This design comes from an exercise in tuning for a short achievable clock period and few clock cycles on the open sky130 flow, not from production work. Only simulation tests tie the RTL to the original design; equivalence was not proved. Power and IR drop assume default switching activity.

**design.v**
```verilog
`default_nettype none
package isaPkg;
	localparam int dataWidth = 32;
	localparam int regAddrWidth = 5;
	localparam int immWidth = 16;
	localparam int targetWidth = 26;
	localparam logic [dataWidth-1:0] resetPc = 32'hbfc00000;
	typedef logic [dataWidth-1:0] word_t;
	typedef logic [regAddrWidth-1:0] regAddr_t;
	typedef enum logic [5:0] {
		opSpecial = 6'b000000,
		opJ       = 6'b000010,
		opBeq     = 6'b000100,
		opBne     = 6'b000101,
		opAddiu   = 6'b001001,
		opSlti    = 6'b001010,
		opSltiu   = 6'b001011,
		opAndi    = 6'b001100,
		opOri     = 6'b001101,
		opXori    = 6'b001110,
		opLui     = 6'b001111,
		opLb      = 6'b100000,
		opLw      = 6'b100011,
		opLbu     = 6'b100100,
		opSb      = 6'b101000,
		opSw      = 6'b101011
	} opcode_t;
	typedef enum logic [5:0] {
		fnSll  = 6'b000000,
		fnSrl  = 6'b000010,
		fnSra  = 6'b000011,
		fnAddu = 6'b100001,
		fnSubu = 6'b100011,
		fnAnd  = 6'b100100,
		fnOr   = 6'b100101,
		fnXor  = 6'b100110,
		fnNor  = 6'b100111,
		fnSlt  = 6'b101010,
		fnSltu = 6'b101011
	} funct_t;
	typedef struct packed {
		opcode_t opcode;
		regAddr_t rs;
		regAddr_t rt;
		regAddr_t rd;
		logic [4:0] shamt;
		funct_t funct;
	} instr_t;
endpackage
`default_nettype wire
`default_nettype none
package coreCtrlPkg;
	localparam int aluAdd = 0;
	localparam int aluSub = 1;
	localparam int aluAnd = 2;
	localparam int aluOr = 3;
	localparam int aluXor = 4;
	localparam int aluNor = 5;
	localparam int aluSlt = 6;
	localparam int aluSltu = 7;
	localparam int aluSll = 8;
	localparam int aluSrl = 9;
	localparam int aluSra = 10;
	localparam int aluPassB = 11;
	localparam int aluOps = 12;
	typedef struct packed {
		logic [aluOps-1:0] aluSel;
		logic useA;         
		logic useB;         
		logic bIsImm;       
		logic zeroImm;      
		logic upperImm;     
		logic destIsRd;
		logic regWrite;     
		logic isLoad;
		logic isStore;
		logic memByte;      
		logic loadSigned;
		logic isBeq;
		logic isBne;
		logic isJump;
	} ctrlWord_t;
endpackage
`default_nettype wire
`default_nettype none
module instrDecode (
	input wire isaPkg::instr_t instr,
	output coreCtrlPkg::ctrlWord_t ctrl
);
	always_comb
	begin
		ctrl = '0;
		case (instr.opcode)
			isaPkg::opSpecial:
			begin
				ctrl.destIsRd = 1'b1;
				ctrl.regWrite = 1'b1;
				ctrl.useA = 1'b1;
				ctrl.useB = 1'b1;
				case (instr.funct)
					isaPkg::fnAddu: ctrl.aluSel[coreCtrlPkg::aluAdd] = 1'b1;
					isaPkg::fnSubu: ctrl.aluSel[coreCtrlPkg::aluSub] = 1'b1;
					isaPkg::fnAnd: ctrl.aluSel[coreCtrlPkg::aluAnd] = 1'b1;
					isaPkg::fnOr: ctrl.aluSel[coreCtrlPkg::aluOr] = 1'b1;
					isaPkg::fnXor: ctrl.aluSel[coreCtrlPkg::aluXor] = 1'b1;
					isaPkg::fnNor: ctrl.aluSel[coreCtrlPkg::aluNor] = 1'b1;
					isaPkg::fnSlt: ctrl.aluSel[coreCtrlPkg::aluSlt] = 1'b1;
					isaPkg::fnSltu: ctrl.aluSel[coreCtrlPkg::aluSltu] = 1'b1;
					isaPkg::fnSll:
					begin
						ctrl.useA = 1'b0;
						ctrl.aluSel[coreCtrlPkg::aluSll] = 1'b1;
					end
					isaPkg::fnSrl:
					begin
						ctrl.useA = 1'b0;
						ctrl.aluSel[coreCtrlPkg::aluSrl] = 1'b1;
					end
					isaPkg::fnSra:
					begin
						ctrl.useA = 1'b0;
						ctrl.aluSel[coreCtrlPkg::aluSra] = 1'b1;
					end
					default: ctrl = '0;
				endcase
			end
			isaPkg::opAddiu, isaPkg::opSlti, isaPkg::opSltiu:
			begin
				ctrl.regWrite = 1'b1;
				ctrl.useA = 1'b1;
				ctrl.bIsImm = 1'b1;
				if (instr.opcode == isaPkg::opAddiu)
					ctrl.aluSel[coreCtrlPkg::aluAdd] = 1'b1;
				else if (instr.opcode == isaPkg::opSlti)
					ctrl.aluSel[coreCtrlPkg::aluSlt] = 1'b1;
				else
					ctrl.aluSel[coreCtrlPkg::aluSltu] = 1'b1;
			end
			isaPkg::opAndi, isaPkg::opOri, isaPkg::opXori:
			begin
				ctrl.regWrite = 1'b1;
				ctrl.useA = 1'b1;
				ctrl.bIsImm = 1'b1;
				ctrl.zeroImm = 1'b1;
				if (instr.opcode == isaPkg::opAndi)
					ctrl.aluSel[coreCtrlPkg::aluAnd] = 1'b1;
				else if (instr.opcode == isaPkg::opOri)
					ctrl.aluSel[coreCtrlPkg::aluOr] = 1'b1;
				else
					ctrl.aluSel[coreCtrlPkg::aluXor] = 1'b1;
			end
			isaPkg::opLui:
			begin
				ctrl.regWrite = 1'b1;
				ctrl.bIsImm = 1'b1;
				ctrl.upperImm = 1'b1;
				ctrl.aluSel[coreCtrlPkg::aluPassB] = 1'b1;
			end
			isaPkg::opLw, isaPkg::opLb, isaPkg::opLbu:
			begin
				ctrl.regWrite = 1'b1;
				ctrl.useA = 1'b1;
				ctrl.bIsImm = 1'b1;
				ctrl.isLoad = 1'b1;
				ctrl.aluSel[coreCtrlPkg::aluAdd] = 1'b1;
				ctrl.memByte = (instr.opcode != isaPkg::opLw);
				ctrl.loadSigned = (instr.opcode == isaPkg::opLb);
			end
			isaPkg::opSw, isaPkg::opSb:
			begin
				ctrl.useA = 1'b1;
				ctrl.useB = 1'b1;
				ctrl.bIsImm = 1'b1;
				ctrl.isStore = 1'b1;
				ctrl.aluSel[coreCtrlPkg::aluAdd] = 1'b1;
				ctrl.memByte = (instr.opcode == isaPkg::opSb);
			end
			isaPkg::opBeq, isaPkg::opBne:
			begin
				ctrl.useA = 1'b1;
				ctrl.useB = 1'b1;
				ctrl.isBeq = (instr.opcode == isaPkg::opBeq);
				ctrl.isBne = (instr.opcode == isaPkg::opBne);
			end
			isaPkg::opJ: ctrl.isJump = 1'b1;
			default: ctrl = '0;
		endcase
	end
endmodule
`default_nettype wire
`default_nettype none
module regFile (
	input wire logic clk,
	input wire logic resetn,
	input wire isaPkg::regAddr_t raddr1,
	input wire isaPkg::regAddr_t raddr2,
	output isaPkg::word_t rdata1,
	output isaPkg::word_t rdata2,
	input wire logic wen,
	input wire isaPkg::regAddr_t waddr,
	input wire isaPkg::word_t wdata
);
	localparam int numRegs = 2 ** isaPkg::regAddrWidth;
	isaPkg::word_t regs [1:numRegs-1];
	logic [numRegs-1:0] written;
	always_ff @(posedge clk)
	begin
		if (wen && (waddr != '0))
			regs[waddr] <= wdata;
	end
	always_ff @(posedge clk)
	begin
		if (!resetn)
			written <= '0;
		else if (wen && (waddr != '0))
			written[waddr] <= 1'b1;
	end
	assign rdata1 = written[raddr1] ? regs[raddr1] : '0;
	assign rdata2 = written[raddr2] ? regs[raddr2] : '0;
endmodule
`default_nettype wire
`default_nettype none
module prefixAdder #(
	parameter int width = 32
) (
	input wire logic [width-1:0] a,
	input wire logic [width-1:0] b,
	input wire logic cin,
	output logic [width-1:0] sum,
	output logic cout
);
	localparam int levels = (width <= 1) ? 1 : (width <= 2) ? 1 : (width <= 4) ? 2
		: (width <= 8) ? 3 : (width <= 16) ? 4 : (width <= 32) ? 5 : 6;
	logic [width-1:0] prop;
	logic [(levels+1)*width-1:0] gg;
	logic [(levels+1)*width-1:0] pp;
	logic [width:0] carry;
	assign prop = a ^ b;
	assign gg[0] = (a[0] & b[0]) | (prop[0] & cin);
	assign pp[0] = 1'b0;
	assign gg[width-1:1] = a[width-1:1] & b[width-1:1];
	assign pp[width-1:1] = prop[width-1:1];
	for (genvar k = 0; k < levels; k++)
	begin : g_level
		for (genvar i = 0; i < width; i++)
		begin : g_bit
			if (i >= (1 << k))
			begin : g_merge
				assign gg[(k+1)*width+i] = gg[k*width+i] | (pp[k*width+i] & gg[k*width+i-(1<<k)]);
				assign pp[(k+1)*width+i] = pp[k*width+i] & pp[k*width+i-(1<<k)];
			end
			else
			begin : g_pass
				assign gg[(k+1)*width+i] = gg[k*width+i];
				assign pp[(k+1)*width+i] = pp[k*width+i];
			end
		end
	end
	assign carry[0] = cin;
	assign carry[width:1] = gg[levels*width +: width];
	assign sum = prop ^ carry[width-1:0];
	assign cout = carry[width];
endmodule
module incrementer #(
	parameter int width = 30
) (
	input wire logic [width-1:0] a,
	output logic [width-1:0] sum
);
	for (genvar i = 0; i < width; i++)
	begin : g_bit
		if (i == 0)
		begin : g_low
			assign sum[i] = ~a[i];
		end
		else
		begin : g_high
			assign sum[i] = a[i] ^ (&a[i-1:0]);
		end
	end
endmodule
module aluUnit (
	input wire logic [coreCtrlPkg::aluOps-1:0] sel,
	input wire logic subtract,
	input wire isaPkg::word_t a,
	input wire isaPkg::word_t b,
	input wire logic [4:0] shamt,
	output isaPkg::word_t result
);
	isaPkg::word_t sum;
	logic carry;
	logic lessSigned;
	isaPkg::word_t shl;
	isaPkg::word_t shr;
	isaPkg::word_t sha;
	prefixAdder #(.width(32)) i_add (
		.a(a),
		.b(b),
		.cin(subtract),
		.sum(sum),
		.cout(carry)
	);
	assign lessSigned = (a[31] == b[31]) ? a[31] : sum[31];
	assign shl = b << shamt;
	assign shr = b >> shamt;
	assign sha = $signed(b) >>> shamt;
	assign result = ({32{sel[coreCtrlPkg::aluAdd] | sel[coreCtrlPkg::aluSub]}} & sum)
		| ({32{sel[coreCtrlPkg::aluAnd]}} & (a & b))
		| ({32{sel[coreCtrlPkg::aluOr]}} & (a | b))
		| ({32{sel[coreCtrlPkg::aluXor]}} & (a ^ b))
		| ({32{sel[coreCtrlPkg::aluNor]}} & ~(a | b))
		| {31'd0, sel[coreCtrlPkg::aluSlt] & lessSigned}
		| {31'd0, sel[coreCtrlPkg::aluSltu] & ~carry}
		| ({32{sel[coreCtrlPkg::aluSll]}} & shl)
		| ({32{sel[coreCtrlPkg::aluSrl]}} & shr)
		| ({32{sel[coreCtrlPkg::aluSra]}} & sha)
		| ({32{sel[coreCtrlPkg::aluPassB]}} & b);
endmodule
`default_nettype wire
`default_nettype none
module loadAlign (
	input wire logic [1:0] offset,
	input wire logic isByte,
	input wire logic loadSigned,
	input wire isaPkg::word_t rawLoad,
	output isaPkg::word_t loadWord
);
	logic [7:0] laneByte;
	always_comb
	begin
		case (offset)
			2'd0: laneByte = rawLoad[7:0];
			2'd1: laneByte = rawLoad[15:8];
			2'd2: laneByte = rawLoad[23:16];
			default: laneByte = rawLoad[31:24];
		endcase
	end
	assign loadWord = isByte ? {{24{loadSigned & laneByte[7]}}, laneByte} : rawLoad;
endmodule
module storeAlign (
	input wire logic [1:0] offset,
	input wire logic isByte,
	input wire isaPkg::word_t storeData,
	output logic [3:0] storeWen,
	output isaPkg::word_t storeWdata
);
	assign storeWen = isByte ? (4'b0001 << offset) : 4'b1111;
	assign storeWdata = isByte ? {4{storeData[7:0]}} : storeData;
endmodule
`default_nettype wire
`default_nettype none
module cpuCore (
	input wire logic clk,
	input wire logic resetn,
	output logic instReqEn,
	output logic [31:0] instReqAddr,
	input wire logic [31:0] instRdata,
	output logic dataReqEn,
	output logic [3:0] dataReqWen,
	output logic [31:0] dataReqAddr,
	output logic [31:0] dataReqWdata,
	input wire logic [31:0] dataRdata,
	output logic [31:0] tracePc,
	output logic [3:0] traceWen,
	output logic [4:0] traceWnum,
	output logic [31:0] traceWdata
);
	localparam int btbEntries = 8;
	localparam logic [31:2] resetPcW = isaPkg::resetPc[31:2];
	logic [31:2] pcF;        
	logic [31:2] pcFNext;
	logic [31:2] instAddrN;  
	logic [btbEntries-1:0] btbValid;
	logic [31:2] btbTag [btbEntries];
	logic [31:2] btbTgt [btbEntries];
	logic [2:0] btbPtr;
	logic btbIns;            
	logic [31:2] btbInsTag;
	logic [31:2] btbInsTgt;
	logic btbHitF;
	logic [31:2] btbTgtF;
	logic [31:2] pcI;        
	logic [31:2] pcPlus4I;
	logic [31:2] pcFPlus4;
	logic [31:18] pcHiDecI;   
	logic [31:18] pcHiDecFN;
	logic [31:18] pcHiIncF;
	logic [31:18] pcHiIncI;   
	logic [17:2] brTgtLoI;
	logic brCarryI;
	logic selTgtI;
	logic [31:2] pcFOther;
	logic validI;            
	logic btbHitI;           
	isaPkg::instr_t instrI;
	logic [31:2] fastTgtI;   
	logic isBranchI;
	logic predTakenI;
	logic redirI;
	isaPkg::instr_t irR;
	logic [31:2] pcR;
	logic [31:2] pcPlus4R;
	logic [31:18] pcHiIncR;
	logic [31:18] pcHiDecR;
	logic [17:2] brTgtLoR;
	logic brCarryR;
	logic selByIR;           
	logic [31:18] brTgtHiR;
	logic [31:2] takenTgtR;
	logic fixR;              
	logic fixFire;
	logic predTakenR;
	logic validR;
	coreCtrlPkg::ctrlWord_t dec;
	isaPkg::regAddr_t rsR;
	isaPkg::regAddr_t rtR;
	isaPkg::regAddr_t destR;
	logic [15:0] immR;
	isaPkg::word_t immValR;
	logic needA;
	logic needB;
	logic hitEA, hitEB, hitMA, hitMB, hitWA, hitWB;
	logic stallR;
	isaPkg::word_t rfA;
	isaPkg::word_t rfB;
	isaPkg::word_t valA;
	isaPkg::word_t valB;
	logic subR;
	logic validE;
	logic [31:2] pcE;
	isaPkg::word_t opAE, opBE, opCE;
	logic [coreCtrlPkg::aluOps-1:0] aluSelE;
	logic subE;              
	logic [4:0] shamtE;
	isaPkg::regAddr_t destE;
	logic wrE;               
	logic traceE;            
	logic isLoadE, isStoreE, byteE, signedE, isBeqE, isBneE, predTakenE;
	logic [31:2] altPcE;
	isaPkg::word_t aE, bE, cE;
	isaPkg::word_t resE;
	logic [1:0] addrLoE;
	logic equalE;
	logic takenE;
	logic redirE;
	logic [3:0] storeWenE;
	isaPkg::word_t storeWdataE;
	logic validM;
	logic [31:2] pcM;
	isaPkg::word_t resM;
	isaPkg::word_t dataAddrN;  
	isaPkg::regAddr_t destM;
	logic wrM, traceM, isLoadM, byteM, signedM;
	logic [1:0] offM;
	logic validW;
	logic [31:2] pcW;
	isaPkg::word_t resW;
	isaPkg::regAddr_t destW;
	logic wrW, traceW, isLoadW, byteW, signedW;
	logic [1:0] offW;
	isaPkg::word_t loadW;
	isaPkg::word_t finalW;
	always_comb
	begin
		btbHitF = 1'b0;
		btbTgtF = '0;
		for (int i = 0; i < btbEntries; i++)
			if (btbValid[i] && btbTag[i] == pcF)
			begin
				btbHitF = 1'b1;
				btbTgtF = btbTgtF | btbTgt[i];
			end
	end
	assign selTgtI = validI && predTakenI && !btbHitI && !redirE && !stallR && !fixFire;
	assign fixFire = validR && fixR && !stallR;
	always_comb
	begin
		if (redirE)
			pcFOther = altPcE;
		else if (stallR && validI)
			pcFOther = pcI;
		else if (fixFire)
			pcFOther = takenTgtR;
		else if (redirI)
			pcFOther = pcPlus4I;
		else if (btbHitF)
			pcFOther = btbTgtF;
		else
			pcFOther = pcFPlus4;
	end
	assign pcFNext = selTgtI ? fastTgtI : pcFOther;
	always_ff @(posedge clk)
	begin
		if (!resetn)
		begin
			pcF <= resetPcW;
			instAddrN <= ~resetPcW;
			validI <= 1'b0;
		end
		else
		begin
			pcF <= pcFNext;
			instAddrN <= ~pcFNext;
			validI <= !(redirE || (stallR && validI) || fixFire || redirI);
		end
		pcI <= pcF;
		pcPlus4I <= pcFPlus4;
		pcHiIncI <= pcHiIncF;
		pcHiDecI <= ~pcHiDecFN;
		btbHitI <= btbHitF;
	end
	incrementer #(.width(30)) i_pcFInc (
		.a(pcF),
		.sum(pcFPlus4)
	);
	incrementer #(.width(14)) i_pcHiInc (
		.a(pcFPlus4[31:18]),
		.sum(pcHiIncF)
	);
	incrementer #(.width(14)) i_pcHiDec (
		.a(~pcFPlus4[31:18]),
		.sum(pcHiDecFN)
	);
	assign instReqEn = 1'b1;
	assign instReqAddr = {~instAddrN, 2'b00};
	always_ff @(posedge clk)
	begin
		if (!resetn)
		begin
			btbValid <= '0;
			btbPtr <= '0;
		end
		else if (btbIns)
		begin
			btbValid[btbPtr] <= 1'b1;
			btbPtr <= btbPtr + 1'b1;
		end
		if (btbIns)
		begin
			btbTag[btbPtr] <= btbInsTag;
			btbTgt[btbPtr] <= btbInsTgt;
		end
	end
	always_ff @(posedge clk)
	begin
		if (!resetn)
			btbIns <= 1'b0;
		else
			btbIns <= validR && selByIR && !stallR;
		btbInsTag <= pcR;
		btbInsTgt <= takenTgtR;
	end
	assign instrI = isaPkg::instr_t'(instRdata);
	prefixAdder #(.width(16)) i_brTgt (
		.a(pcPlus4I[17:2]),
		.b(instRdata[15:0]),
		.cin(1'b0),
		.sum(brTgtLoI),
		.cout(brCarryI)
	);
	assign fastTgtI = (instrI.opcode == isaPkg::opJ) ? {pcPlus4I[31:28], instRdata[25:0]}
		: {pcPlus4I[31:18], brTgtLoI};
	assign isBranchI = (instrI.opcode == isaPkg::opBeq) || (instrI.opcode == isaPkg::opBne);
	assign predTakenI = (instrI.opcode == isaPkg::opJ)
		| ((instrI.opcode == isaPkg::opBeq) & ((instrI.rs == instrI.rt) | instRdata[15]))
		| ((instrI.opcode == isaPkg::opBne) & (instrI.rs != instrI.rt));
	assign redirI = validI && (predTakenI != btbHitI);
	always_ff @(posedge clk)
	begin
		if (!resetn || redirE)
			validR <= 1'b0;
		else if (!stallR)
			validR <= validI && !fixFire;
		if (!resetn)
			selByIR <= 1'b0;
		else if (!stallR)
			selByIR <= selTgtI;
		if (!stallR)
		begin
			irR <= instrI;
			pcR <= pcI;
			predTakenR <= predTakenI;
			pcPlus4R <= pcPlus4I;
			pcHiIncR <= pcHiIncI;
			pcHiDecR <= pcHiDecI;
			brTgtLoR <= brTgtLoI;
			brCarryR <= brCarryI;
		end
	end
	instrDecode i_instrDecode (
		.instr(irR),
		.ctrl(dec)
	);
	assign rsR = irR.rs;
	assign rtR = irR.rt;
	assign destR = dec.destIsRd ? irR.rd : irR.rt;
	assign immR = irR[15:0];
	assign immValR = dec.upperImm ? {immR, 16'h0000}
		: (dec.zeroImm ? {16'h0000, immR} : {{16{immR[15]}}, immR});
	assign brTgtHiR = brCarryR ? (immR[15] ? pcPlus4R[31:18] : pcHiIncR)
		: (immR[15] ? pcHiDecR : pcPlus4R[31:18]);
	assign takenTgtR = dec.isJump ? {pcPlus4R[31:28], irR[25:0]} : {brTgtHiR, brTgtLoR};
	assign fixR = selByIR && (dec.isBeq || dec.isBne) && (brCarryR != immR[15]);
	assign needA = dec.useA && (rsR != '0);
	assign needB = dec.useB && (rtR != '0);
	assign hitEA = needA && validE && wrE && (destE == rsR);
	assign hitEB = needB && validE && wrE && (destE == rtR);
	assign hitMA = needA && validM && wrM && (destM == rsR);
	assign hitMB = needB && validM && wrM && (destM == rtR);
	assign hitWA = needA && validW && wrW && (destW == rsR);
	assign hitWB = needB && validW && wrW && (destW == rtR);
	assign stallR = validR && ((hitEA && isLoadE) || (hitEB && isLoadE)
		|| (!hitEA && hitMA && isLoadM) || (!hitEB && hitMB && isLoadM));
	regFile i_regFile (
		.clk(clk),
		.resetn(resetn),
		.raddr1(rsR),
		.raddr2(rtR),
		.rdata1(rfA),
		.rdata2(rfB),
		.wen(validW && wrW),
		.waddr(destW),
		.wdata(finalW)
	);
	assign subR = dec.aluSel[coreCtrlPkg::aluSub] | dec.aluSel[coreCtrlPkg::aluSlt]
		| dec.aluSel[coreCtrlPkg::aluSltu];
	assign valA = hitMA ? resM : (hitWA ? finalW : rfA);
	assign valB = hitMB ? resM : (hitWB ? finalW : rfB);
	always_ff @(posedge clk)
	begin
		if (!resetn || redirE)
			validE <= 1'b0;
		else
			validE <= validR && !stallR;
		pcE <= pcR;
		opAE <= hitEA ? resE : valA;
		opBE <= (dec.bIsImm ? immValR : (hitEB ? resE : valB)) ^ {32{subR}};
		subE <= subR;
		opCE <= hitEB ? resE : valB;
		aluSelE <= dec.aluSel;
		shamtE <= irR.shamt;
		destE <= destR;
		wrE <= dec.regWrite && (destR != '0);
		traceE <= dec.regWrite;
		isLoadE <= dec.isLoad;
		isStoreE <= dec.isStore;
		byteE <= dec.memByte;
		signedE <= dec.loadSigned;
		isBeqE <= dec.isBeq;
		isBneE <= dec.isBne;
		predTakenE <= predTakenR;
		altPcE <= predTakenR ? pcPlus4R : takenTgtR;
	end
	assign aE = opAE;
	assign bE = opBE;
	assign cE = opCE;
	aluUnit i_aluUnit (
		.sel(aluSelE),
		.subtract(subE),
		.a(aE),
		.b(bE),
		.shamt(shamtE),
		.result(resE)
	);
	assign addrLoE = aE[1:0] + bE[1:0];
	assign equalE = (opAE == opBE);
	assign takenE = isBeqE ? equalE : !equalE;
	assign redirE = validE && (isBeqE || isBneE) && (takenE != predTakenE);
	storeAlign i_storeAlign (
		.offset(addrLoE),
		.isByte(byteE),
		.storeData(cE),
		.storeWen(storeWenE),
		.storeWdata(storeWdataE)
	);
	always_ff @(posedge clk)
	begin
		if (!resetn)
		begin
			validM <= 1'b0;
			dataReqEn <= 1'b0;
			dataReqWen <= 4'b0000;
		end
		else
		begin
			validM <= validE;
			dataReqEn <= validE && (isLoadE || isStoreE);
			dataReqWen <= (validE && isStoreE) ? storeWenE : 4'b0000;
		end
		dataAddrN <= ~resE;
		dataReqWdata <= storeWdataE;
		pcM <= pcE;
		resM <= resE;
		destM <= destE;
		wrM <= wrE;
		traceM <= traceE;
		isLoadM <= isLoadE;
		byteM <= byteE;
		signedM <= signedE;
		offM <= addrLoE;
	end
	assign dataReqAddr = ~dataAddrN;
	always_ff @(posedge clk)
	begin
		if (!resetn)
			validW <= 1'b0;
		else
			validW <= validM;
		pcW <= pcM;
		resW <= resM;
		destW <= destM;
		wrW <= wrM;
		traceW <= traceM;
		isLoadW <= isLoadM;
		byteW <= byteM;
		signedW <= signedM;
		offW <= offM;
	end
	loadAlign i_loadAlign (
		.offset(offW),
		.isByte(byteW),
		.loadSigned(signedW),
		.rawLoad(dataRdata),
		.loadWord(loadW)
	);
	assign finalW = isLoadW ? loadW : resW;
	always_ff @(posedge clk)
	begin
		if (!resetn)
			traceWen <= 4'b0000;
		else
			traceWen <= {4{validW && traceW}};
		tracePc <= {pcW, 2'b00};
		traceWnum <= destW;
		traceWdata <= finalW;
	end
endmodule
`default_nettype wire
```
**flow/run.sh**
```bash
#!/bin/bash
# Standard ORFS layout, with timing repair aiming below the design's period:
# repair_timing treats any path with less than SETUP_SLACK_MARGIN ns of slack
# as failing, so it keeps upsizing and buffering the critical paths.
set -euo pipefail
bash standard.sh SETUP_SLACK_MARGIN=9.0 finish > standard_flow.log 2>&1
```
**standard.sh**
```bash
#!/bin/bash
# synth_recipe.tcl (not shown) runs the flow's synth.tcl, then flattens the netlist and writes it again
# the make line also repeats each setting of config.mk as NAME=value (left out here)
make -C /OpenROAD-flow-scripts/flow DESIGN_CONFIG=/design/flow/config.mk WORK_HOME=/design/flow/orfs CLKGATE_MAP_FILE= SYNTH_SCRIPT=/design/flow/synth_recipe.tcl "${@:-finish}"
```
**config.mk**
```make
export PLATFORM = sky130hd
export DESIGN_NAME = cpuCore
export DESIGN_NICKNAME = cpuCore
export VERILOG_FILES = /design/flow/design.v
export SDC_FILE = /design/flow/constraint.sdc
export NUM_CORES = 4
export LEC_CHECK = 0
export CAP_MARGIN = 20
export CORE_MARGIN = 2
export CORE_UTILIZATION = 60
export SLEW_MARGIN = 20
```
**constraint.sdc**
```tcl
create_clock -name core_clock -period 13.0 [get_ports {clk}]
set_input_delay 2.6000 -clock core_clock [delete_from_list [all_inputs] [get_ports {clk}]]
set_output_delay 2.6000 -clock core_clock [all_outputs]
set_load 0.01 [all_outputs]
```
==> summary.txt, run 1 <==
Route
  – Met2 WL: 152 mm
  – Iter 0 DRT Violations: 10,700
  – Vias per inst: 7.03
  – Routed wl met3: 53.5 mm
  – Post-Route WL: 356 mm
  – Post-DR wirelength/cell: 36.3 um
  – DRT Pass-1 Iters: 9
  – Via count: 68,900
  – Max layer used: met5
  – Met1 Wirelength: 132 mm
  – Final ANT Viol Nets: 0
  – # DRC: 0

Die
  – Height of the die: 416 um
  – Initial Util: 60.2%
  – Core area: 169,000 um^2
  – Io pins: 241
  – Die X: 416 um
  – Row count: 151
  – Die Area: 173,000 um^2

Clock network
  – Htree depth: 4
  – Worst-Skew Late Latency: 0.88 ns
  – Clk sink count: 2,320
  – CTS tree: yes
  – Cts-stage hold buffer count: 0
  – Clock buffer depth: 3
  – Root buffer cell: clkbuf_16
  – CTS Buf Count: 225
  – CTS clk-pin slew, worst paths: 0.06 ns

STA
  – Setup TNS: 0 ns
  – Worst slew margin: 10.9%
  – Slew Viols, Final: 0
  – Final setup fails: 0
  – Fin crit share: 33.5%
  – Final Skew: 0.0347 ns
  – Unrepaired setup endpoints after global routing: yes
  – Min Tclk post-route: 4.35 ns
  – Final Hold Viols: 0
  – Fmax: 230 MHz
  – Worst slew pin tran: 1.32 ns
  – WHS: 0.321 ns

Setup path
  – Worst path top cell family by delay: compound AO/OA/AOI/OAI gates
  – CP Class: input pin to flop
  – Crit-path cells: buf_8 > ha_4 > fa_2 > a21o_1 > a21oi_4 > nor2b_2 > nor4_4 > o31ai_2 > o41ai_2 > o21ai_2 > xor2_1 > mux2_4 > o21a_1
  – Worst Path Required: 13.75 ns
  – Worst-path maximum fanout: 2
  – Crit path max-delay cell type: fa_2
  – WP buf/inv: 1
  – R2r startpoint: irR[31]$_DFFE_PN_
  – Worst Setup SP: instRdata[0]
  – Arr. time, crit path: 5.10 ns
  – Critical Path Max Stage Delay: 0.36 ns
  – Crit end category: flop
  – CP Launch Type: input pin

Layout
  – Area occupied by multi-input gates: 38,900 um^2
  – Commonest non-fill, non-tap cell in the layout: edfxtp_1
  – Most frequent cells in the layout: 1,609 x edfxtp_1, 649 x mux4_2, 600 x dfxtp_1, 362 x nand2_1, 328 x nor2_1
  – Largest Register: i_regFile.regs
  – Seq. cell area: 62,800 um^2
  – Top flop regs: i_regFile.regs: 992 flops, btbTag: 240 flops, btbTgt: 240 flops
  – Filler Cells Inserted: 11,100
  – Max FFs per register: 992
  – NumNets Final: 7,551
  – Layout area overhead: 17.2%
  – Share of layout cells above drive strength 1: 29.6%

Synth
  – Number of synthesized flops with an enable pin: 1,609
  – Top cells by area, synth: edfxtp_1 47%, mux4_2 14%, dfxtp_1 14%, mux2i_1 2.4%, xnor2_1 2.2%
  – Area leader, netlist: edfxtp_1
  – Synthesized area per cell: 14.7 um^2
  – Mapped Area: 102,000 um^2
  – Yosys cell types: 98
  – Top cell type's share of synthesized area: 47.4%
  – Ys async rst share: 0%
  – Register area share after synthesis: 61.4%
  – Yosys reg bits: 2,320
  – Mapped Cells: 6,932
  – Main synth FF type: edfxtp_1
  – Ys Warns: 4

Power
  – Comb power frac: 8.2%
  – Flop pwr share: 51.0%
  – Psw: 0.00379 W
  – Power per cell area: 135 nW/um^2
  – Clk pwr share: 40.8%
  – Int Power: 0.0123 W
  – Leak: 42.1 nW
  – Sw Share: 23.5%
  – VDD IR max: 0.000151 V

GRT
  – GRT overflow: 0
  – Initial antenna violation count: 22
  – Global-route wire length before repair: 491 mm
  – Gr usage total: 40.5%
  – Largest net degree at the start of global routing: 114
  – Vias in the first global route: 65,000

Run status
  – Status: complete, no violations

Hold path
  – Hold Path Class: flop to flop
  – Hold Crit Start: pcW[7]$_DFF_P_

Run
  – Max-Cap Viols: 0

Placement
  – Port Buffers: 235
  – Gpl congestion: 1.04
  – Detailed placement HPWL: 214 mm
[what timing repair did]
| item | 4_1_cts | 5_1_grt |
|---|---|---|
| pin swaps | 87 | 87 |
| cloned | 34 | 7 |
| endpoints found under the setup margin | 1317 | 1105 |
| buffers inserted | 140 | 92 |
| resized for setup | 1217 | 276 |
[cell families (layout without fill, tap and decap cells)]
logic type,after synthesis,count (layout),share of synthesized area [%]
DFF,2320,2320,61.4
adders and majority gates,105,105,1.31
and+or+nand+nor,1289,1298,5.97
muxes,980,980,17.7
other,2,15,0.00737
xor gates and xnor gates,385,385,3.31
buffers and inverters,751,1374,2.85
AOI/OAI and AO/OA,1100,1107,7.45
[routing by layer]
layer | up-vias | global-route usage [%]
met2 | 5113 | 56.6
li1 | 27900 | -
met4 | 14 | 18.8
met5 | - | 0
met1 | 35100 | 58.0
met3 | 845 | 13.2
[path summary, 6_finish.rpt]
kind,end,slack (ns),depth (start not counted)
min,tracePc[7]$_DFF_P_,0.32,0
min reg2reg,tracePc[7]$_DFF_P_,0.32,0
max,pcF[16]$_SDFF_PN0_,8.65,13
max reg2reg,pcF[16]$_SDFF_PN0_,8.86,13
[final cells by class]
class	count	share of cell area, %
repair inverters	12	0.0754
inverters	267	0.894
clock inverters	109	0.852
repair buffers	674	5.25
diodes	10	0.0210
multi-input cells	3880	32.6
clock buffers	312	5.38
flip-flops and latches	2320	52.6
well taps	2218	2.32
[per-stage QoR]
step	instances	setup slack, ns	utilization (%)	instance area [um^2]	total power [W]
2_1_floorplan	6935	7.84	-	102000	0.00901
3_3_place_gp	9093	6.92	63.6	107000	0.00949
3_5_place_dp	9093	7.10	63.6	108000	0.00951
4_1_cts	9688	8.54	69.5	117000	0.0160
5_1_grt	9794	8.60	70.6	119000	0.0165
6_report	9802	8.65	70.6	119000	0.0161
[synthesized netlist by cell type (14+ instances only)]
cell	number
nor2_1	374
nand2b_1	48
clkbuf_1	346
xor2_1	130
a211o_1	26
nor2b_1	32
o221ai_1	59
inv_1	262
a31oi_1	54
mux2_2	82
o21a_1	40
buf_1	87
o22ai_1	23
dfxtp_1	711
a211oi_1	61
a21o_1	22
o31ai_1	18
or2_2	15
a222oi_1	57
nand2_1	370
nor3_1	76
mux4_2	649
a21oi_1	212
a22oi_1	67
xnor2_1	255
and2_1	24
o21ai_1	14
o21ai_0	236
and3_1	29
a221oi_1	22
buf_2	42
mux2i_1	249
o211a_1	20
ha_1	102
o211ai_1	48
nor4_1	54
edfxtp_1	1609
nand3_1	96
nand4_1	95
or3_1	23
a22o_1	15
[power groups by stage]
stage                     Sequential, W  Combinational, W  Clock [W]
after floorplan                 0.00826          0.000751          0
after global placement          0.00837           0.00112          0
after detailed placement        0.00838           0.00113          0
after CTS                       0.00821           0.00123    0.00659
after global routing            0.00822           0.00137    0.00687
final                           0.00821           0.00133    0.00656
Testbench counts, summed over its fixed seeds: cycles 10,127.
==> run 2: changes to the inputs <==
--- a/design.v
+++ b/design.v
@@ -382,11 +382,7 @@
 	logic [31:2] pcI;        
 	logic [31:2] pcPlus4I;
 	logic [31:2] pcFPlus4;
-	logic [31:18] pcHiDecI;   
-	logic [31:18] pcHiDecFN;
-	logic [31:18] pcHiIncF;
-	logic [31:18] pcHiIncI;   
-	logic [17:2] brTgtLoI;
+	logic [9:2] brTgtLoI;
 	logic brCarryI;
 	logic selTgtI;
 	logic [31:2] pcFOther;
@@ -400,12 +396,9 @@
 	isaPkg::instr_t irR;
 	logic [31:2] pcR;
 	logic [31:2] pcPlus4R;
-	logic [31:18] pcHiIncR;
-	logic [31:18] pcHiDecR;
-	logic [17:2] brTgtLoR;
 	logic brCarryR;
 	logic selByIR;           
-	logic [31:18] brTgtHiR;
+	logic [31:2] brTgtR;
 	logic [31:2] takenTgtR;
 	logic fixR;              
 	logic fixFire;
@@ -505,22 +498,12 @@
 		end
 		pcI <= pcF;
 		pcPlus4I <= pcFPlus4;
-		pcHiIncI <= pcHiIncF;
-		pcHiDecI <= ~pcHiDecFN;
 		btbHitI <= btbHitF;
 	end
 	incrementer #(.width(30)) i_pcFInc (
 		.a(pcF),
 		.sum(pcFPlus4)
 	);
-	incrementer #(.width(14)) i_pcHiInc (
-		.a(pcFPlus4[31:18]),
-		.sum(pcHiIncF)
-	);
-	incrementer #(.width(14)) i_pcHiDec (
-		.a(~pcFPlus4[31:18]),
-		.sum(pcHiDecFN)
-	);
 	assign instReqEn = 1'b1;
 	assign instReqAddr = {~instAddrN, 2'b00};
 	always_ff @(posedge clk)
@@ -551,15 +534,15 @@
 		btbInsTgt <= takenTgtR;
 	end
 	assign instrI = isaPkg::instr_t'(instRdata);
-	prefixAdder #(.width(16)) i_brTgt (
-		.a(pcPlus4I[17:2]),
-		.b(instRdata[15:0]),
+	prefixAdder #(.width(8)) i_brTgt (
+		.a(pcPlus4I[9:2]),
+		.b(instRdata[7:0]),
 		.cin(1'b0),
 		.sum(brTgtLoI),
 		.cout(brCarryI)
 	);
 	assign fastTgtI = (instrI.opcode == isaPkg::opJ) ? {pcPlus4I[31:28], instRdata[25:0]}
-		: {pcPlus4I[31:18], brTgtLoI};
+		: {pcPlus4I[31:10], brTgtLoI};
 	assign isBranchI = (instrI.opcode == isaPkg::opBeq) || (instrI.opcode == isaPkg::opBne);
 	assign predTakenI = (instrI.opcode == isaPkg::opJ)
 		| ((instrI.opcode == isaPkg::opBeq) & ((instrI.rs == instrI.rt) | instRdata[15]))
@@ -581,9 +564,6 @@
 			pcR <= pcI;
 			predTakenR <= predTakenI;
 			pcPlus4R <= pcPlus4I;
-			pcHiIncR <= pcHiIncI;
-			pcHiDecR <= pcHiDecI;
-			brTgtLoR <= brTgtLoI;
 			brCarryR <= brCarryI;
 		end
 	end
@@ -597,10 +577,16 @@
 	assign immR = irR[15:0];
 	assign immValR = dec.upperImm ? {immR, 16'h0000}
 		: (dec.zeroImm ? {16'h0000, immR} : {{16{immR[15]}}, immR});
-	assign brTgtHiR = brCarryR ? (immR[15] ? pcPlus4R[31:18] : pcHiIncR)
-		: (immR[15] ? pcHiDecR : pcPlus4R[31:18]);
-	assign takenTgtR = dec.isJump ? {pcPlus4R[31:28], irR[25:0]} : {brTgtHiR, brTgtLoR};
-	assign fixR = selByIR && (dec.isBeq || dec.isBne) && (brCarryR != immR[15]);
+	prefixAdder #(.width(30)) i_brTgtR (
+		.a(pcPlus4R),
+		.b({{14{immR[15]}}, immR}),
+		.cin(1'b0),
+		.sum(brTgtR),
+		.cout()
+	);
+	assign takenTgtR = dec.isJump ? {pcPlus4R[31:28], irR[25:0]} : brTgtR;
+	assign fixR = selByIR && (dec.isBeq || dec.isBne)
+		&& !(brCarryR ? (immR[15:8] == 8'hff) : (immR[15:8] == 8'h00));
 	assign needA = dec.useA && (rsR != '0);
 	assign needB = dec.useB && (rtR != '0);
 	assign hitEA = needA && validE && wrE && (destE == rsR);
==> flow/run.sh (replaced) <==
#!/bin/bash
# Standard ORFS layout, with timing repair aiming below the design's period:
# repair_timing treats any path with less than SETUP_SLACK_MARGIN ns of slack
# as failing, so it keeps upsizing and buffering the critical paths.
set -euo pipefail
bash standard.sh SETUP_SLACK_MARGIN=9.3 finish > standard_flow.log 2>&1
==> run 2 against run 1 <==
Net effect:
- clock power rose by 0.6%
- critical path depth is the same
- setup slack improved by 0.17 ns
==> summary.txt, run 2 <==
Run
  – Max-Cap Viols: 0

Setup path
  – Arr. time, crit path: 4.92 ns
  – Crit end category: flop
  – CP Class: input pin to flop
  – Worst-path maximum fanout: 3
  – Worst Path Required: 13.74 ns
  – CP Launch Type: input pin

Clock network
  – Clock buffer depth: 3
  – CTS tree: yes
  – Clk sink count: 2,250
  – CTS Buf Count: 218
  – Worst-Skew Late Latency: 0.89 ns
  – Root buffer cell: clkbuf_16
  – Htree depth: 4
  – CTS clk-pin slew, worst paths: 0.06 ns
  – Cts-stage hold buffer count: 0

Run status
  – Status: complete, no violations

Placement
  – Detailed placement HPWL: 217 mm
  – DP Worst Slack: 6.93 ns
  – Port Buffers: 235
  – Gpl congestion: 1.05
  – Placed cells: 8,975
  – Post-DP Area: 106,000 um^2

Route
  – Via count: 69,500
  – Final ANT Viol Nets: 0
  – Iter 0 DRT Violations: 10,900
  – Post-Route WL: 360 mm
  – # DRC: 0
  – Post-DR wirelength/cell: 36.9 um
  – DRT Pass-1 Iters: 7
  – Vias per inst: 7.11

Die
  – Initial Util: 60.6%
  – Die X: 413 um
  – Row count: 149
  – Core area: 165,000 um^2
  – Die Area: 170,000 um^2
  – Height of the die: 413 um
  – Io pins: 241

Layout
  – Largest Register: i_regFile.regs
  – Finished Layout Cells: 9,775
  – Layout area overhead: 20.9%
  – Fin area: 121,000 um^2
  – Share of layout cells above drive strength 1: 34.1%
  – Commonest non-fill, non-tap cell in the layout: edfxtp_1
  – Top flop regs: i_regFile.regs: 992 flops, btbTag: 240 flops, btbTgt: 240 flops
  – NumNets Final: 7,573
  – Max FFs per register: 992
  – Most frequent cells in the layout: 1,566 x edfxtp_1, 654 x mux4_2, 505 x dfxtp_1, 359 x nor2_1, 288 x buf_4

STA
  – Min Tclk post-route: 4.18 ns
  – Worst slew pin tran: 1.25 ns
  – Fin crit share: 32.2%
  – Fmax: 239 MHz
  – Unrepaired setup endpoints after global routing: yes
  – Worst slew margin: 15.8%
  – Slew Viols, Final: 0
  – Final Skew: 0.0381 ns
  – Final Hold Viols: 0
  – Setup TNS: 0 ns
  – Final Worst Setup Slack: 8.82 ns
  – Final setup fails: 0

Power
  – Comb power frac: 9.3%
  – Clk pwr share: 41.1%
  – Sw Share: 24.0%
  – Flop pwr share: 49.6%
  – Psw: 0.00386 W
  – Int Power: 0.0122 W
  – Power consumption: 0.0160 W
  – VDD IR max: 0.000181 V
  – Leak: 43.2 nW
  – Power per cell area: 132 nW/um^2

Synth
  – Main synth FF type: edfxtp_1
  – Ys Warns: 4
  – Area leader, netlist: edfxtp_1
  – Top cells by area, synth: edfxtp_1 47%, mux4_2 15%, dfxtp_1 14%, mux2i_1 2.7%, xor2_1 1.7%
  – Mapped Area: 100,000 um^2
  – Register area share after synthesis: 60.6%
  – Top cell type's share of synthesized area: 46.9%
  – Yosys cell types: 103
  – Mapped Cells: 6,819
  – Synthesized area per cell: 14.7 um^2
  – Most frequent cells after synthesis: 1,566 x edfxtp_1, 684 x dfxtp_1, 654 x mux4_2
  – Yosys reg bits: 2,250
  – Number of synthesized flops with an enable pin: 1,566
  – Most frequent cell after synthesis: edfxtp_1
  – Ys async rst share: 0%

GRT
  – Largest net degree at the start of global routing: 96
  – Vias in the first global route: 66,400
  – Gr usage total: 41.8%
  – Global-route wire length before repair: 497 mm
  – GRT overflow: 0
  – Initial antenna violation count: 23

Hold path
  – Hold Path Class: flop to flop
[run 2: changes by cell type in the layout (fill, tap and decap cells not counted), sizes merged, moves of 40 or more]
cell,before,now
xnor2,255,179
buf,617,721
nor2,376,416
nand2,373,293
xor2,130,192
edfxtp,1609,1566
[run 2: what timing repair did]
action                                  in CTS  in global routing
endpoints found under the setup margin    2175               1542
cloned                                      41                  9
buffers inserted                           234                 98
resized for setup                         1599                503
pin swaps                                  139                151
[run 2: final cells by class]
| type | count | area [um^2] |
|---|---|---|
| fillers | 10200 | 44200 |
| well taps | 2189 | 2740 |
| inverters | 268 | 1150 |
| repair inverters | 24 | 180 |
| multi-input cells | 3863 | 40400 |
| clock inverters | 108 | 1190 |
| diodes | 6 | 15.0 |
| flip-flops and latches | 2250 | 61100 |
| repair buffers | 763 | 8100 |
| clock buffers | 304 | 6270 |
[run 2: kinds of logic after synthesis]
logic type               Yosys count  share of synthesized area [%]
flip-flops                      2250                           60.6
AND/OR/NAND/NOR                 1226                           5.84
AO/OA/AOI/OAI                   1141                           7.81
multiplexers                     985                           18.1
buffers and inverters            725                           2.89
XOR/XNOR                         371                           3.24
adder cells (fa/ha/maj)          119                           1.52
other                              2                        0.00750
[run 2: power by group through the flow]
stage / Sequential [W] / Clock (W) / Combinational, W
after floorplan: 0.00801 / 0 / 0.000771
after global placement: 0.00811 / 0 / 0.00116
after detailed placement: 0.00811 / 0 / 0.00117
after CTS: 0.00795 / 0.00660 / 0.00135
after global routing: 0.00795 / 0.00687 / 0.00154
final: 0.00795 / 0.00660 / 0.00149
[run 2: final timing paths]
check	to	cells past startpoint	start	slack, ns
hold reg to reg	tracePc[5]$_DFF_P_	0	pcW[5]$_DFF_P_	0.32
hold / removal	tracePc[5]$_DFF_P_	0	pcW[5]$_DFF_P_	0.32
setup / recovery	opBE[10]$_DFF_P_	13	dataRdata[31]	8.82
setup reg to reg	pcF[12]$_SDFF_PN0_	12	irR[18]$_DFFE_PN_	8.93
[run 2: stage by stage]
step	hold slack, ns	util (%)
after global routing	0.320	73.2
after global placement	0.310	64.0
after detailed placement	0.312	64.0
after floorplan	0.310	-
after CTS	0.315	71.4
final	0.324	73.2
[run 2: critical path: stages]
cell and delay [ns]:
buf_6 0.09, mux4_2 0.60, nand3_4 0.14, buf_12 0.13
buf_8 0.11, buf_6 0.10, nand3_4 0.07, o21ai_4 0.14
nor4_4 0.05, a311oi_1 0.30, o21ai_1 0.16, o211a_1 0.28
xnor2_1 0.13
[run 2: per-layer routing]
layer  vias to the layer above  wire length (um)  track usage [%]
li1                      27900                 -                -
met1                     35100            130000             58.0
met2                      5430            154000             59.2
met3                      1097             54000             14.0
met4                        18             22300             21.1
met5                         -               121                0
Testbench counts of run 2, summed over its fixed seeds: cycles 10,131.
==> run 3: changes to the inputs <==
--- a/design.v
+++ b/design.v
@@ -392,7 +392,11 @@
 	logic [31:2] fastTgtI;   
 	logic isBranchI;
 	logic predTakenI;
-	logic redirI;
+	logic ftCapture;         
+	logic ftValid;
+	logic [31:2] ftPc;       
+	isaPkg::word_t ftWord;
+	logic ftHitR;
 	isaPkg::instr_t irR;
 	logic [31:2] pcR;
 	logic [31:2] pcPlus4R;
@@ -401,6 +405,8 @@
 	logic [31:2] brTgtR;
 	logic [31:2] takenTgtR;
 	logic fixR;              
+	logic btbHitR;
+	logic badHitR;           
 	logic fixFire;
 	logic predTakenR;
 	logic validR;
@@ -430,6 +436,11 @@
 	logic traceE;            
 	logic isLoadE, isStoreE, byteE, signedE, isBeqE, isBneE, predTakenE;
 	logic [31:2] altPcE;
+	logic ftHitE;            
+	isaPkg::word_t ftWordE;
+	logic [31:2] pc8E;       
+	logic [31:2] pc8R;
+	logic injectE;
 	isaPkg::word_t aE, bE, cE;
 	isaPkg::word_t resE;
 	logic [1:0] addrLoE;
@@ -465,17 +476,15 @@
 			end
 	end
 	assign selTgtI = validI && predTakenI && !btbHitI && !redirE && !stallR && !fixFire;
-	assign fixFire = validR && fixR && !stallR;
+	assign fixFire = validR && (fixR || badHitR) && !stallR;
 	always_comb
 	begin
 		if (redirE)
-			pcFOther = altPcE;
+			pcFOther = injectE ? pc8E : altPcE;
 		else if (stallR && validI)
 			pcFOther = pcI;
 		else if (fixFire)
-			pcFOther = takenTgtR;
-		else if (redirI)
-			pcFOther = pcPlus4I;
+			pcFOther = fixR ? takenTgtR : pcPlus4R;
 		else if (btbHitF)
 			pcFOther = btbTgtF;
 		else
@@ -494,7 +503,7 @@
 		begin
 			pcF <= pcFNext;
 			instAddrN <= ~pcFNext;
-			validI <= !(redirE || (stallR && validI) || fixFire || redirI);
+			validI <= !(redirE || (stallR && validI) || fixFire || selTgtI);
 		end
 		pcI <= pcF;
 		pcPlus4I <= pcFPlus4;
@@ -547,22 +556,52 @@
 	assign predTakenI = (instrI.opcode == isaPkg::opJ)
 		| ((instrI.opcode == isaPkg::opBeq) & ((instrI.rs == instrI.rt) | instRdata[15]))
 		| ((instrI.opcode == isaPkg::opBne) & (instrI.rs != instrI.rt));
-	assign redirI = validI && (predTakenI != btbHitI);
 	always_ff @(posedge clk)
 	begin
-		if (!resetn || redirE)
+		if (!resetn)
+		begin
+			ftCapture <= 1'b0;
+			ftValid <= 1'b0;
+		end
+		else
+		begin
+			ftCapture <= selTgtI && isBranchI;
+			if (ftCapture)
+				ftValid <= !predTakenI;
+		end
+		if (ftCapture)
+		begin
+			ftPc <= pcR;
+			ftWord <= instRdata;
+		end
+	end
+	always_ff @(posedge clk)
+	begin
+		if (!resetn)
 			validR <= 1'b0;
+		else if (redirE)
+			validR <= injectE;
 		else if (!stallR)
 			validR <= validI && !fixFire;
-		if (!resetn)
+		if (!resetn || redirE)
 			selByIR <= 1'b0;
 		else if (!stallR)
 			selByIR <= selTgtI;
-		if (!stallR)
+		if (redirE)
+		begin
+			irR <= isaPkg::instr_t'(ftWordE);
+			pcR <= altPcE;
+			predTakenR <= 1'b0;
+			btbHitR <= 1'b0;
+			pcPlus4R <= pc8E;
+			brCarryR <= 1'b0;
+		end
+		else if (!stallR)
 		begin
 			irR <= instrI;
 			pcR <= pcI;
 			predTakenR <= predTakenI;
+			btbHitR <= btbHitI;
 			pcPlus4R <= pcPlus4I;
 			brCarryR <= brCarryI;
 		end
@@ -585,8 +624,14 @@
 		.cout()
 	);
 	assign takenTgtR = dec.isJump ? {pcPlus4R[31:28], irR[25:0]} : brTgtR;
+	assign badHitR = btbHitR && !predTakenR;
 	assign fixR = selByIR && (dec.isBeq || dec.isBne)
 		&& !(brCarryR ? (immR[15:8] == 8'hff) : (immR[15:8] == 8'h00));
+	assign ftHitR = ftValid && (ftPc == pcR) && predTakenR && (dec.isBeq || dec.isBne);
+	incrementer #(.width(30)) i_pc8Inc (
+		.a(pcPlus4R),
+		.sum(pc8R)
+	);
 	assign needA = dec.useA && (rsR != '0);
 	assign needB = dec.useB && (rtR != '0);
 	assign hitEA = needA && validE && wrE && (destE == rsR);
@@ -636,6 +681,9 @@
 		isBneE <= dec.isBne;
 		predTakenE <= predTakenR;
 		altPcE <= predTakenR ? pcPlus4R : takenTgtR;
+		ftHitE <= ftHitR;
+		ftWordE <= ftWord;
+		pc8E <= pc8R;
 	end
 	assign aE = opAE;
 	assign bE = opBE;
@@ -652,6 +700,7 @@
 	assign equalE = (opAE == opBE);
 	assign takenE = isBeqE ? equalE : !equalE;
 	assign redirE = validE && (isBeqE || isBneE) && (takenE != predTakenE);
+	assign injectE = ftHitE;
 	storeAlign i_storeAlign (
 		.offset(addrLoE),
 		.isByte(byteE),
==> run 3 against run 2 <==
Net effect:
- still clean
- synthesized cell count rose by 8.9%
- maximum frequency fell by 2.0%
- final area up 4.9%
- sequential power rose by 6.4%
- clock power up 5.6%
- critical endpoint unchanged
==> summary.txt, run 3 <==
Run status
  – Status: complete, no violations

STA
  – Worst slew pin tran: 1.17 ns
  – Fmax: 234 MHz
  – Worst slew margin: 20.9%
  – Final Hold Viols: 0
  – Unrepaired setup endpoints after global routing: yes
  – Setup TNS: 0 ns
  – Min Tclk post-route: 4.27 ns
  – Final setup fails: 0
  – WHS: 0.295 ns
  – Final Skew: 0.0550 ns
  – Fin crit share: 32.8%
  – Slew Viols, Final: 0

Power
  – Psw: 0.00410 W
  – Leak: 45.1 nW
  – Comb power frac: 9.4%
  – Int Power: 0.0129 W
  – Flop pwr share: 49.7%
  – Power consumption: 0.0170 W
  – Sw Share: 24.1%
  – Power per cell area: 134 nW/um^2
  – Clk pwr share: 41.0%
  – VDD IR max: 0.000156 V

Synth
  – Synthesized area per cell: 14.2 um^2
  – Mapped Cells: 7,429
  – Top cells by area, synth: edfxtp_1 46%, dfxtp_1 14%, mux4_2 14%, mux2i_1 2.5%, xnor2_1 2.4%
  – Top cell type's share of synthesized area: 46.2%
  – Area leader, netlist: edfxtp_1
  – Yosys reg bits: 2,378
  – Largest family of logic cells by synthesized area: multiplexers
  – Ys async rst share: 0%
  – Post-Synth XOR/XNOR Area: 3.51%
  – Most frequent cells after synthesis: 1,626 x edfxtp_1, 752 x dfxtp_1, 661 x mux4_2
  – Synth Area in Compound Gates: 7.40%
  – Post-Synth Adder-Cell Area: 1.49%
  – Fraction of the mapped netlist area in simple logic gates: 6.90%
  – Number of synthesized flops with an enable pin: 1,626
  – Yosys cell types: 98
  – Most frequent cell after synthesis: edfxtp_1
  – Mapped Area: 106,000 um^2
  – Ys Warns: 4
  – Register area share after synthesis: 60.4%
  – Multiplexer share of the synthesized area: 17.2%
  – Main synth FF type: edfxtp_1

Setup path
  – Critical Path Max Stage Delay: 0.56 ns
  – Worst path top cell family by delay: compound AO/OA/AOI/OAI gates
  – CP Launch Type: input pin
  – Arr. time, crit path: 5.03 ns
  – CP Class: input pin to flop
  – Crit-path cells: buf_6 > mux4_2 > buf_6 > buf_6 > nand3_4 > buf_6 > buf_6 > nand3_4 > o21ai_4 > o221ai_2 > o21ai_2 > mux2i_2 > o21ai_1 > xnor2_1
  – Worst Path Required: 13.76 ns
  – Crit end category: flop
  – Crit path max-delay cell type: mux4_2
  – Worst path most repeated cell: buf_6
  – WP buf/inv: 5
  – Worst-path maximum fanout: 4

Route
  – Met1 Wirelength: 135 mm
  – Iter 0 DRT Violations: 10,800
  – DRT Pass-1 Iters: 9
  – Met2 WL: 168 mm
  – Via count: 72,800
  – Routed wl met3: 44.6 mm
  – Vias per inst: 6.92
  – Final ANT Viol Nets: 0
  – # DRC: 0
  – Post-Route WL: 372 mm
  – Max layer used: met5
  – Post-DR wirelength/cell: 35.3 um

Clock network
  – CTS Buf Count: 231
  – Clk sink count: 2,378
  – Worst-Skew Late Latency: 0.91 ns
  – Htree depth: 4
  – Root buffer cell: clkbuf_16
  – Clock buffer depth: 3
  – CTS tree: yes
  – Cts-stage hold buffer count: 0
  – CTS clk-pin slew, worst paths: 0.07 ns

Layout
  – Util after Layout: 72.3%
  – Top flop regs: i_regFile.regs: 992 flops, btbTag: 240 flops, btbTgt: 240 flops
  – Most frequent cells in the layout: 1,626 x edfxtp_1, 661 x mux4_2, 579 x nand2_1, 573 x dfxtp_1, 352 x nor2_1
  – Largest Register: i_regFile.regs
  – Share of layout cells above drive strength 1: 32.3%
  – NumNets Final: 8,160
  – Max FFs per register: 992
  – Layout area overhead: 20.1%
  – Commonest non-fill, non-tap cell in the layout: edfxtp_1
  – Finished Layout Cells: 10,500

Placement
  – Placed cells: 9,686
  – Port Buffers: 235
  – Gpl congestion: 0.960
  – Detailed placement HPWL: 220 mm

Die
  – Initial Util: 60.2%
  – Height of the die: 424 um
  – Core area: 176,000 um^2
  – Row count: 154
  – Die X: 424 um
  – Die Area: 180,000 um^2
  – Io pins: 241

Hold path
  – Hold Path Class: flop to flop

GRT
  – Global-route wire length before repair: 514 mm
  – GRT overflow: 0
  – Initial antenna violation count: 18
  – Largest net degree at the start of global routing: 68
  – Gr usage total: 40.5%
  – Vias in the first global route: 68,700

Run
  – Max-Cap Viols: 0
[run 3: repair_timing]
| item | in CTS | in global routing |
|---|---|---|
| gates cloned | 46 | 7 |
| setup endpoints to repair | 1648 | 2082 |
| hold endpoints to repair | 0 | 0 |
| setup buffers | 239 | 99 |
| resized for setup | 1649 | 489 |
| pin swaps | 124 | 124 |
[run 3: path summary, 6_finish.rpt]
check                                         from                  endpoint  slack, ns  cells after the start
worst max-delay path                 dataRdata[31]          opBE[10]$_DFF_P_       8.73                     14
worst min register to register  signedE$_SDFF_PN0_           signedM$_DFF_P_       0.30                      0
worst min-delay path            signedE$_SDFF_PN0_           signedM$_DFF_P_       0.30                      0
worst max register to register    opBE[26]$_DFF_P_  instAddrN[20]$_SDFF_PN1_       8.86                     15
[run 3: per-layer routing]
| layer | vias to the layer above | track usage [%] |
|---|---|---|
| met3 | 1057 | 8.52 |
| met2 | 5156 | 60.6 |
| met1 | 36900 | 56.0 |
| met4 | 12 | 22.3 |
| met5 | - | 0 |
| li1 | 29700 | - |
[run 3: cell type report]
cell class	instances	area, um^2
Inverter	279	1170
Timing Repair Buffer	773	8310
Tap cell	2340	2930
Fill cell	11300	48600
Sequential cell	2378	64300
Clock buffer	323	6430
Multi-Input combinational cell	4271	42200
Antenna cell	3	7.51
Clock inverter	118	1450
Timing Repair inverter	36	272
[run 3: per-stage QoR]
step,worst slack (ns),area (um^2)
6_report,8.73,127000
2_1_floorplan,8.45,106000
4_1_cts,8.89,124000
5_1_grt,8.73,127000
3_5_place_dp,6.17,111000
3_3_place_gp,6.18,111000
[run 3: power groups by stage]
stage / clock network [W] / registers, W / logic [W]
finish: 0.00697 / 0.00846 / 0.00159
global route: 0.00729 / 0.00847 / 0.00165
CTS: 0.00699 / 0.00845 / 0.00146
detailed placement: 0 / 0.00864 / 0.00125
global placement: 0 / 0.00863 / 0.00124
floorplan: 0 / 0.00848 / 0.000856
[run 3: worst reg2reg max path, stage by stage, from the launching register on]
cell and delay (ns):
dfxtp_4 0.44, inv_1 0.11, ha_1 0.41, nor4_2 0.44
nand4_1 0.14, buf_4 0.18, or4_4 0.57, nand4_1 0.21
clkbuf_16 0.26, nor4_4 0.09, a21o_4 0.26, buf_12 0.15
buf_4 0.15, buf_6 0.12, a221o_1 0.31, a41o_1 0.21
[run 3: logic make-up (layout without fill, tap and decap cells)]
group | Yosys count | in the layout
mux | 988 | 988
compound gates | 1155 | 1157
other cells | 2 | 8
flops | 2378 | 2378
xor+xnor | 424 | 424
simple gates | 1569 | 1573
fa+ha+maj | 124 | 124
buf+inv | 789 | 1529
Testbench counts of run 3, summed over its fixed seeds: cycles 9,964.
==> run 4: changes to the inputs <==
--- a/design.v
+++ b/design.v
@@ -554,8 +554,10 @@
 		: {pcPlus4I[31:10], brTgtLoI};
 	assign isBranchI = (instrI.opcode == isaPkg::opBeq) || (instrI.opcode == isaPkg::opBne);
 	assign predTakenI = (instrI.opcode == isaPkg::opJ)
-		| ((instrI.opcode == isaPkg::opBeq) & ((instrI.rs == instrI.rt) | instRdata[15]))
-		| ((instrI.opcode == isaPkg::opBne) & (instrI.rs != instrI.rt));
+		| ((instrI.opcode == isaPkg::opBeq) & ((instrI.rs == instrI.rt) | instRdata[15])
+			& (instRdata[15:0] != 16'h0000))
+		| ((instrI.opcode == isaPkg::opBne) & (instrI.rs != instrI.rt)
+			& (instRdata[15:0] != 16'h0000));
 	always_ff @(posedge clk)
 	begin
 		if (!resetn)
@@ -677,12 +679,12 @@
 		isStoreE <= dec.isStore;
 		byteE <= dec.memByte;
 		signedE <= dec.loadSigned;
-		isBeqE <= dec.isBeq;
-		isBneE <= dec.isBne;
+		isBeqE <= dec.isBeq && (immR != 16'h0000);
+		isBneE <= dec.isBne && (immR != 16'h0000);
 		predTakenE <= predTakenR;
 		altPcE <= predTakenR ? pcPlus4R : takenTgtR;
-		ftHitE <= ftHitR;
-		ftWordE <= ftWord;
+		ftHitE <= ftHitR || (ftCapture && !predTakenI && predTakenR && (dec.isBeq || dec.isBne));
+		ftWordE <= ftCapture ? instRdata : ftWord;
 		pc8E <= pc8R;
 	end
 	assign aE = opAE;
==> run 4 against run 3 <==
Net effect:
- the layout now fails its checks (capacitance limit, slew limit)
- clock-buffer cell count shrank 9
- clock skew rose by 0.020 ns
- core utilization decreased by 0.080 points
- sequential share of layout area shrank 0.44 points
- critical endpoint is now instAddrN[25]$_SDFF_PN0_
- sequential cell count is 32 lower
- setup slack better by 0.097 ns
- die area is 0.13% lower
- non-clock buffer count fell by 47
- wire length up 5.5%
- critical path type unchanged
- register-to-register slack gained 0.04 ns
==> summary.txt, run 4 <==
Route
  – Via count: 74,800
  – # DRC: 0
  – Post-DR wirelength/cell: 37.2 um
  – Post-Route WL: 392 mm
  – Final ANT Viol Nets: 0
  – DRT Pass-1 Iters: 9
  – Iter 0 DRT Violations: 12,000
  – Vias per inst: 7.09

Setup path
  – Worst path most repeated cell: buf_6
  – CP Class: input pin to flop
  – Crit-path cells: buf_8 > xor2_2 > nor3_2 > buf_4 > a41oi_4 > a21oi_4 > nor2_2 > and4b_2 > buf_6 > buf_12 > buf_6 > buf_16 > a32o_2 > o21a_1
  – Worst path top cell family by delay: buffers and inverters
  – WP buf/inv: 6
  – Critical Path Max Stage Delay: 0.29 ns
  – Crit end category: flop
  – CP Launch Type: input pin
  – Arr. time, crit path: 4.95 ns
  – Crit path max-delay cell type: nor3_2
  – Worst Path Required: 13.78 ns
  – Worst-path maximum fanout: 5

Synth
  – Post-Synth XOR/XNOR Area: 3.56%
  – Main synth FF type: edfxtp_1
  – Mapped Cells: 7,478
  – Yosys cell types: 105
  – Register area share after synthesis: 59.9%
  – Largest family of logic cells by synthesized area: multiplexers
  – Top cell type's share of synthesized area: 46.2%
  – Area leader, netlist: edfxtp_1
  – Number of synthesized flops with an enable pin: 1,626
  – Ys Warns: 4
  – Synthesized area per cell: 14.1 um^2
  – Yosys reg bits: 2,346
  – Synth Area in Compound Gates: 7.52%
  – Fraction of the mapped netlist area in simple logic gates: 7.51%
  – Multiplexer share of the synthesized area: 17.2%
  – Ys async rst share: 0%
  – Mapped Area: 106,000 um^2
  – Post-Synth Adder-Cell Area: 1.50%
  – Most frequent cells after synthesis: 1,626 x edfxtp_1, 720 x dfxtp_1, 657 x mux4_2
  – Top cells by area, synth: edfxtp_1 46%, mux4_2 14%, dfxtp_1 14%, xnor2_1 3.0%, nand2_1 2.3%
  – Most frequent cell after synthesis: edfxtp_1

STA
  – Fin crit share: 32.1%
  – Slew Viols, Final: 5
  – Fmax: 240 MHz
  – Final Skew: 0.0748 ns
  – Final Worst Setup Slack: 8.83 ns
  – Setup TNS: 0 ns
  – Worst slew margin: -4.12%
  – Worst slew pin tran: 1.56 ns
  – Final setup fails: 0
  – Final Hold Viols: 0
  – Min Tclk post-route: 4.17 ns
  – Unrepaired setup endpoints after global routing: yes

Clock network
  – CTS clk-pin slew, worst paths: 0.06 ns
  – CTS tree: yes
  – Htree depth: 4
  – Cts-stage hold buffer count: 0
  – Clock buffer depth: 3
  – Clk sink count: 2,346
  – Root buffer cell: clkbuf_16
  – Worst-Skew Late Latency: 0.92 ns
  – CTS Buf Count: 230

Die
  – Height of the die: 424 um
  – Row count: 154
  – Die Area: 179,000 um^2
  – Core area: 176,000 um^2
  – Initial Util: 60.2%
  – Io pins: 241
  – Die X: 424 um

GRT
  – Initial antenna violation count: 33
  – Largest net degree at the start of global routing: 115
  – Vias in the first global route: 70,100
  – Gr usage total: 42.7%
  – Global-route wire length before repair: 536 mm
  – GRT overflow: 0

Layout
  – Seq. cell area: 63,600 um^2
  – Fin area: 127,000 um^2
  – Max FFs per register: 992
  – Largest Register: i_regFile.regs
  – NumNets Final: 8,181
  – Finished Layout Cells: 10,500
  – Filler Cells Inserted: 11,200
  – Area occupied by multi-input gates: 43,200 um^2
  – Share of layout cells above drive strength 1: 30.6%
  – Most frequent cells in the layout: 1,626 x edfxtp_1, 657 x mux4_2, 627 x nand2_1, 550 x dfxtp_1, 362 x nor2_1
  – Commonest non-fill, non-tap cell in the layout: edfxtp_1
  – Layout area overhead: 20.0%
  – Util after Layout: 72.2%
  – Top flop regs: i_regFile.regs: 992 flops, btbTag: 240 flops, btbTgt: 240 flops

Power
  – Leak: 45.5 nW
  – Power per cell area: 133 nW/um^2
  – VDD IR max: 0.000148 V

Run status
  – Status: finished with violations
  – Failed Checks: capacitance limit, slew limit

Placement
  – Port Buffers: 235
  – Placed cells: 9,743
  – Detailed placement HPWL: 226 mm
  – Post-DP Area: 111,000 um^2
  – DP Worst Slack: 6.46 ns
  – Gpl congestion: 1.00

Run
  – Max-Cap Viols: 1

Hold path
  – Hold Path Class: flop to flop
run 4: cell count changes after synthesis, moves of 40 or more:
cell      delta
nand2_1     +47
xor2_1      -63
nand4_1     +45
a22oi_1     +44
xnor2_1     +69
o211ai_1    +40
o221ai_1    -61
run 4: per-layer routing:
layer / GRT usage, % / wire length, um / vias to the layer above
met2: 60.6 / 168000 / 5838
met1: 58.6 / 140000 / 37600
met3: 12.3 / 55600 / 1233
met5: 0.430 / 426 / -
met4: 25.7 / 28500 / 18
li1: - / - / 30100
run 4: cells by family (layout without fill, tap and decap cells):
kind of cell / after synthesis / after routing
other: 2 / 14
DFF: 2346 / 2346
and+or+nand+nor: 1698 / 1704
AOI/OAI and AO/OA: 1156 / 1197
adders and majority gates: 124 / 124
muxes: 984 / 984
xor gates and xnor gates: 430 / 430
buffers and inverters: 738 / 1408
run 4: power breakdown:
group,internal (W),switching [W]
logic,0.000611,0.000865
clock network,0.00411,0.00300
registers,0.00809,0.000173
total,0.0128,0.00404
run 4: worst register-to-register path, cell delays in order (launching register included):
cell and delay, ns:
dfxtp_1 0.51, inv_1 0.09, ha_1 0.43, nor4_4 0.36, nand4_1 0.15, nor2_2 0.27, xnor2_1 0.16, mux2_2 0.42
nand2_8 0.20, buf_16 0.23, and4b_2 0.31, buf_12 0.14, nor2_4 0.06, o211a_1 0.15, or4b_1 0.46
run 4: layout make-up:
cell class              instances  share of cell area (%)
repair inverters                1                 0.00888
well taps                    2340                    2.31
inverters                     242                   0.755
clock buffers                 314                    5.23
repair buffers                726                    6.35
clock inverters               125                    1.14
flip-flops and latches       2346                    50.1
multi-input cells            4444                    34.1
diodes                          9                  0.0178
run 4: metrics by stage:
step           total power (W)  hold WS [ns]
2_1_floorplan          0.00911         0.310
3_3_place_gp           0.00959         0.309
3_5_place_dp           0.00961         0.312
4_1_cts                 0.0167         0.309
5_1_grt                 0.0172         0.326
6_report                0.0169         0.310
run 4: timing repair:
action,CTS,global route
pin swaps,154,124
setup buffers,208,72
setup endpoints to repair,1617,1184
gates cloned,52,23
gates resized for setup,1546,405
run 4: final timing paths:
kind               startpoint                        to  slack [ns]  cells after the start
min reg2reg   pcM[24]$_DFF_P_           pcW[24]$_DFF_P_        0.31                      0
min           pcM[24]$_DFF_P_           pcW[24]$_DFF_P_        0.31                      0
max             instRdata[21]  instAddrN[25]$_SDFF_PN0_        8.83                     14
max reg2reg  opAE[23]$_DFF_P_  instAddrN[19]$_SDFF_PN1_        8.90                     14
Testbench counts of run 4, summed over its fixed seeds: cycles 9,821.

separate check: timing with driven ports:
The flow's constraints put no driver on any port. The routed layouts listed below were extracted and timed again, unchanged, in two steps. Step 1 assumes that a clkbuf_16 drives the clock port and a buf_2 every other input. Step 2 moves the port delays by t, midway between the first and last clock arrival at a register: inputs arrive t later, outputs are due t later. That takes back most of the time a late clock gives input paths. a / b / c = no drivers / after step 1 / after step 2; a / b = the first two.
run	t (ns)	setup WS [ns]	worst register clock-pin slew, ns
run 1	0.948	8.649 / 8.689 / 7.741	0.07 / 0.07
run 2	0.949	8.818 / 8.845 / 7.914	0.07 / 0.07
run 3	0.963	8.733 / 8.776 / 7.814	0.08 / 0.08
run 4	0.970	8.830 / 8.778 / 7.808	0.08 / 0.08
For run 4, which loses most, drivers alone change the setup slack by -0.052 ns; drivers and shift together by -1.022 ns.
